Context: an optimization exercise on an open-source flow, tuned for small area and a short achievable clock period. The choices shown serve that exercise and are no tape-out recipe. No run shown here included a check of the RTL's function; only the layout flow was run. Power is estimated from default activity; no workload was simulated.

## flow/design.v (module list and top-level ports; edited modules follow where they fit)
// module ioAddrDecoder: 257 lines
// module ioErrDecode: 7 lines
// module plicWideZero: 92 lines
// module gAnd: 10 lines
// module gAoi21: 8 lines
// module gOai21: 8 lines
// module gXor2: 9 lines
// module gAoi22: 9 lines
// module gAoi221: 10 lines
// module clintGeq64: 511 lines
// module clintEq64: 187 lines
// module clintInc64: 349 lines
// module ioReadMux: 129 lines
// module clintMtipNext: 25 lines
// module plicNext: 67 lines
// module ioPlatformTop: 190 lines
module ioPlatformTop #(
  parameter int NumHarts = 2,
  parameter int NumIrqs  = 8
) (
  input  logic                clk_i,
  input  logic                arstN_i,
  input  logic                reqValid_i,
  input  logic                reqWrite_i,
  input  ioPlatformPkg::ioAddrT              reqAddr_i,
  input  ioPlatformPkg::ioDataT              reqWdata_i,
  input  logic                uartIrq_i,
  input  logic                sdIrq_i,
  output logic                rspValid_o,
  output ioPlatformPkg::ioDataT              rspData_o,
  output logic                rspErr_o,
  output logic [NumHarts-1:0] msip_o,
  output logic [NumHarts-1:0] mtip_o,
  output logic [NumHarts-1:0] extIrq_o
);
  // ...
==> flow/flow/run.sh <==
#!/bin/bash
# Standard ORFS layout (the standard.sh, standard synthesis unchanged) with
# these layout choices changed:
#  - after synthesis every combinational cell is set to its smallest drive
#    strength (flow/downsize.tcl); the repair steps upsize where timing needs it
#  - port buffers are plain buf_2 cells instead of the delay cell buffer_ports
#    picks
#  - repair_timing aims for a setup margin near the period this design reaches
# make's full output goes to flow_make.log; ORFS keeps each step's log under
# orfs/logs.
set -euo pipefail
here=$(pwd)
bash standard.sh \
  SETUP_SLACK_MARGIN=9.1 \
  "BUFFER_PORTS_ARGS=-buffer_cell sky130_fd_sc_hd__buf_2" \
  POST_SYNTH_TCL="$here/flow/downsize.tcl" \
  finish > flow_make.log 2>&1
==> flow/flow/downsize.tcl <==
# Sets every combinational cell of the synthesized netlist to the smallest
# drive strength of its function (same cell name up to the _N suffix), so
# that the later repair steps upsize only where timing asks for it.
set n 0
foreach inst [get_cells *] {
  set master [get_property $inst ref_name]
  if { ![regexp {^(sky130_fd_sc_hd__([a-z0-9]+))_([0-9]+)$} $master -> base kind size] } {
    continue
  }
  # flip-flops keep the cell synthesis gave them; tie cells stay as they are
  if { [regexp {^(df|edf|sdf|sedf|dl|conb|clk|probe|lpflow|tap|fill|decap|diode)} $kind] } {
    continue
  }
  set best ""
  set bestArea 1e9
  foreach lc [get_lib_cells */${base}_*] {
    set name [get_property $lc name]
    if { ![regexp "^${base}_\[0-9\]+\$" $name] } { continue }
    if { [get_property $lc dont_use] } { continue }
    set area [get_property $lc area]
    # among cells of the same area, keep the strongest
    if { $area < $bestArea - 1e-3 || ($area < $bestArea + 1e-3 && $best ne ""
         && [get_property $lc name] > [get_property $best name]) } {
      set bestArea $area
      set best $lc
    }
  }
  if { $best ne "" && [get_property $best name] ne $master } {
    replace_cell $inst $best
    incr n
  }
}
puts "downsize: $n cells set to their smallest drive strength"
==> flow/standard.sh <==
#!/bin/bash
# synth_recipe.tcl (not shown) runs the flow's synth.tcl, then flattens the netlist and writes it again
# the make line also repeats each setting of config.mk as NAME=value (left out here)
make -C /OpenROAD-flow-scripts/flow DESIGN_CONFIG=/design/flow/config.mk WORK_HOME=/design/flow/orfs CLKGATE_MAP_FILE= SYNTH_SCRIPT=/design/flow/synth_recipe.tcl "${@:-finish}"
==> flow/config.mk <==
export PLATFORM = sky130hd
export DESIGN_NAME = ioPlatformTop
export DESIGN_NICKNAME = ioPlatformTop
export VERILOG_FILES = /design/flow/design.v
export SDC_FILE = /design/flow/constraint.sdc
export NUM_CORES = 4
export LEC_CHECK = 0
export CAP_MARGIN = 20
export CORE_MARGIN = 2
export CORE_UTILIZATION = 40
export SLEW_MARGIN = 20
export SYNTH_HIERARCHICAL = 1
export TNS_END_PERCENT = 0
==> flow/constraint.sdc <==
create_clock -name core_clock -period 13.0 [get_ports {clk_i}]
set_input_delay 2.6000 -clock core_clock [delete_from_list [all_inputs] [get_ports {clk_i}]]
set_output_delay 2.6000 -clock core_clock [all_outputs]
set_load 0.01 [all_outputs]
==> results_dict.tcl, run 1 <==
set metrics [dict create \
    outcome "timing/DRC/antenna clean" \
    seq-power_uw 1030 \
    instances_no_fill 3021 \
    path_common_cell "buf_6" \
    start_kind "primary input" \
    fin_crit_sh_pct 30.79 \
    layout_commonest_cell "nand2_1" \
    placed_cells 2925 \
    met3_usage_pct 3.215 \
    multi_input_area_sq_um 10030 \
    worst_pin_slew_ps 819.3 \
    worst_setup_path_end_kind "flop" \
    max_cap_violations 0 \
    port-buffer-count 173 \
    grt_max_degree 66 \
    ir_worst_vdd_uv 91.39 \
    drt-vias-per-instance 5.655 \
    root_buffer "clkbuf_16" \
    wl_met1_microns 25660 \
    total_power_uw 2225 \
    power_density_nw_per_um2 101.9 \
    gr-usage-met2_pct 40.21 \
    fp-row-count 78 \
    clockNetworkAreaShare_pct 5.674 \
    postCtsHoldBufs 0 \
    antenna_found_initial 2 \
    setup_slack_ps 8998 \
    p_seq_share_pct 46.2 \
    crit_type "primary input to flop" \
    clock_latency_ps 560 \
    die_w_microns 218.6 \
    rsz0062_at_grt "true" \
    skew_ps 14.92 \
    syn_area_per_cell_sq_um 8.472 \
    die-area_sq_um 47800 \
    nFillCells 4303 \
    yosys_warnings 13 \
    h-tree-depth 2 \
    regArea_sq_um 8157 \
    buffer_area_share_pct 5.141 \
    timing.rr.end "mtipNQ[1]" \
]
==> run 2, diff against run 1 <==
--- a/flow/config.mk
+++ b/flow/config.mk
@@ -8,6 +8,9 @@
 export CAP_MARGIN = 20
 export CORE_MARGIN = 2
 export CORE_UTILIZATION = 40
+export CTS_BUF_LIST = sky130_fd_sc_hd__clkbuf_4 sky130_fd_sc_hd__clkbuf_8
+export CTS_CLUSTER_DIAMETER = 70
+export CTS_CLUSTER_SIZE = 14
 export SLEW_MARGIN = 20
 export SYNTH_HIERARCHICAL = 1
 export TNS_END_PERCENT = 0
==> run 2 against run 1 <==
Against the previous run:
- count of clock-buffer cells in the layout decreased by 12
- still clean on timing, DRC and antenna
- clock power is 32% lower
- combinational power is essentially flat
- core utilization is 1.4 points lower
- critical path depth fell by 2
- clock skew grew 15 ps
==> results_dict.tcl, run 2 <==
set metrics [dict create \
    power_density_nw_per_um2 88.88 \
    synth_fp_nets 2277 \
    hold_depth 2 \
    hold_violations 0 \
    crit_path_max_fanout 16 \
    crit_path_top_delay_cell "and4b_2" \
    gp_congestion 0.8925 \
    root_buffer "clkbuf_8" \
    hp-class "flop to flop" \
    max_stage_delay_ps 590 \
    instances_no_fill 3003 \
    total_power_uw 1884 \
    leakagePower_uw 0.008632 \
    initial_utilization_pct 40.61 \
    outcome "timing/DRC/antenna clean" \
    slew_headroom_pct 45.09 \
    first_pass_iters 6 \
    required_ps 13580 \
    reg2reg_slack_ps 9210 \
    layout_min_cycle_time_ps 3977 \
    crit_type "primary input to flop" \
    syn_area_per_cell_sq_um 8.472 \
    drt_wl_total_microns 57830 \
    cts.path.max_buffers 3 \
    h-tree-depth 1 \
    areaGrowthSynthToFinish_pct 15.05 \
    cpLargestDelayFamily "simple AND/OR/NAND/NOR gates" \
    start_kind "primary input" \
    rr_startpoint "mtimeQ[16]" \
    die_w_microns 218.6 \
    utilization_pct 46.72 \
    path_cells "buf_2, nor2b_1, nand4_1, buf_6, buf_4, buf_4, nor2_2, and4b_2, a222oi_1, inv_2" \
    nFillCells 4360 \
    wl_per_cell_microns 19.26 \
    track_usage_pct 23.61 \
    max_cap_violations 0 \
    ir_worst_vdd_uv 61.54 \
    regArea_sq_um 8157 \
    io-pin-count 174 \
    path_buf_inv 5 \
    die-area_sq_um 47800 \
    path_clk_slew_ps 90 \
    min_to "rdQ[3]" \
    grt_overflow_total 0 \
    cp-startpoint "reqAddr_i[29]" \
    cp_data_arrival_time_ps 4560 \
    yosys_warnings 13 \
    timing.rr.end "mtipNQ[1]" \
    route.vias.total 16910 \
    antenna_found_initial 2 \
    grt_pass1_vias 15931 \
    layout-drive-gt1-share_pct 21.97 \
    path_common_cell "buf_4" \
    max_freq_mhz 251.4 \
    postCtsHoldBufs 0 \
    final_cell_mix "nor2_1, nand2_1, a21oi_1, o21ai_1, buf_2" \
    final_nets 2477 \
    placed_cells 2925 \
    tritoncts "yes" \
    postSynthCellCount 2175 \
    multi_input_area_sq_um 9968 \
    grt_pass1_wl_microns 88670 \
    port-buffer-count 173 \
    detailedRoute.firstIterationViolations 1648 \
    tns_ps 0 \
    skew_ps 30.11 \
    layout_commonest_cell "nor2_1" \
    cts.sink_count 313 \
    drt-vias-per-instance 5.631 \
    fp-row-count 78 \
    synth_area_sq_um 18430 \
    cts_made_buffers 30 \
    fin_crit_sh_pct 30.60 \
    route.detailed.drc 0 \
    setup_violations 0 \
    reg2reg_depth 15 \
    die_y_microns 218.6 \
    worst_pin_slew_ps 823.7 \
    hpwl_microns 42940 \
    clock_latency_ps 650 \
    worst_setup_path_end_kind "flop" \
    finalMaxSlewViolations 0 \
    hold_start "en1Q[3]" \
    core_area_sq_um 45380 \
    rsz0062_at_grt "true" \
    setup_slack_ps 9023 \
    grt_max_degree 66 \
    drtAntennaViolNets 0 \
    pre_cts_ws_ps 7703 \
]
run 2: cell count changes in the layout (fill, tap and decap cells not counted), sizes merged:
cell | previous run | this run
clkbuf | 57 | 45
buf | 201 | 194
bufinv | 2 | 4
clkinvlp | 3 | 1
diode | 2 | 4
clkinv | 5 | 4
inv | 143 | 144
nor2 | 321 | 320
run 2: what timing repair did:
item	CTS	global route
setup endpoints to repair	268	263
setup buffers	10	8
pin swaps	5	9
gates resized for setup	45	45
run 2: worst reg2reg max path: cells and delay by family (launching register included):
| family | cells | cell delay, ps |
|---|---|---|
| AO/OA/AOI/OAI | 7 | 1390 |
| XOR/XNOR | 1 | 210 |
| buffers and inverters | 1 | 240 |
| AND/OR/NAND/NOR | 6 | 1400 |
| flip-flops | 1 | 450 |
run 2: worst max-delay path by stage:
stage | end | slack [ps] | cells past startpoint
after floorplan | extQ[0] | 8590 | 9
after global placement | rdQ[1] | 7800 | 8
after detailed placement | rdQ[1] | 7700 | 8
after CTS | extQ[1] | 8970 | 10
after global routing | mtipNQ[1] | 8930 | 16
final | rdQ[44] | 9020 | 10
run 2: cell type report:
cell class,count,share of cell area (%)
clock inverter,11,0.8204
timing repair buffer,194,4.987
clock buffer,45,2.597
tap,600,3.541
antenna,4,0.04721
inverter,142,2.514
sequential,313,38.47
multi-input combinational,1694,47.02
run 2: layer usage:
metal	part of all wire [%]	track usage, %
met1	44	32.47
met2	48	39.83
met3	6.2	2.505
met4	1.9	5.601
met5	0	0
run 2: through the flow:
stage / hold slack, ps / cell area [sq um]
floorplan: 451.6 / 18490
global placement: 467.7 / 20040
detailed placement: 480.7 / 20040
CTS: 501.2 / 20970
global route: 524.2 / 21200
finish: 495.4 / 21200
run 2: where the power goes:
part | internal, uW | switching, uW
combinational | 38.2 | 93.2
clock | 356 | 372
sequential | 1030 | 0.0732

separate check: timing with driven ports:
In the flow no input, the clock included, has a driving cell. The finished layouts below were timed again as built, in two steps.
Step 1 sets driving cells, clkbuf_16 on the clock port and buf_2 on the other inputs (assumed; they add their load-dependent delay and slew).
Step 2 moves the port delays by t, midway between the first and last clock arrival at a register: inputs arrive t later, outputs are due t later. That takes back most of the time a late clock gives input paths.
Slacks: ideal ports / drivers / drivers and shift; pairs: ideal ports / drivers.
run	shift t [ns]	slack for setup (ns)	worst data-port slew with drivers (ns)
run 1	0.609	8.998 / 9.020 / 8.411	0.10
run 2	0.687	9.023 / 9.054 / 8.367	0.10
After both steps setup and hold are still met in every run listed. The setup slack of run 2, which loses most, moves by +0.031 ns with the drivers and by -0.656 ns with both steps.
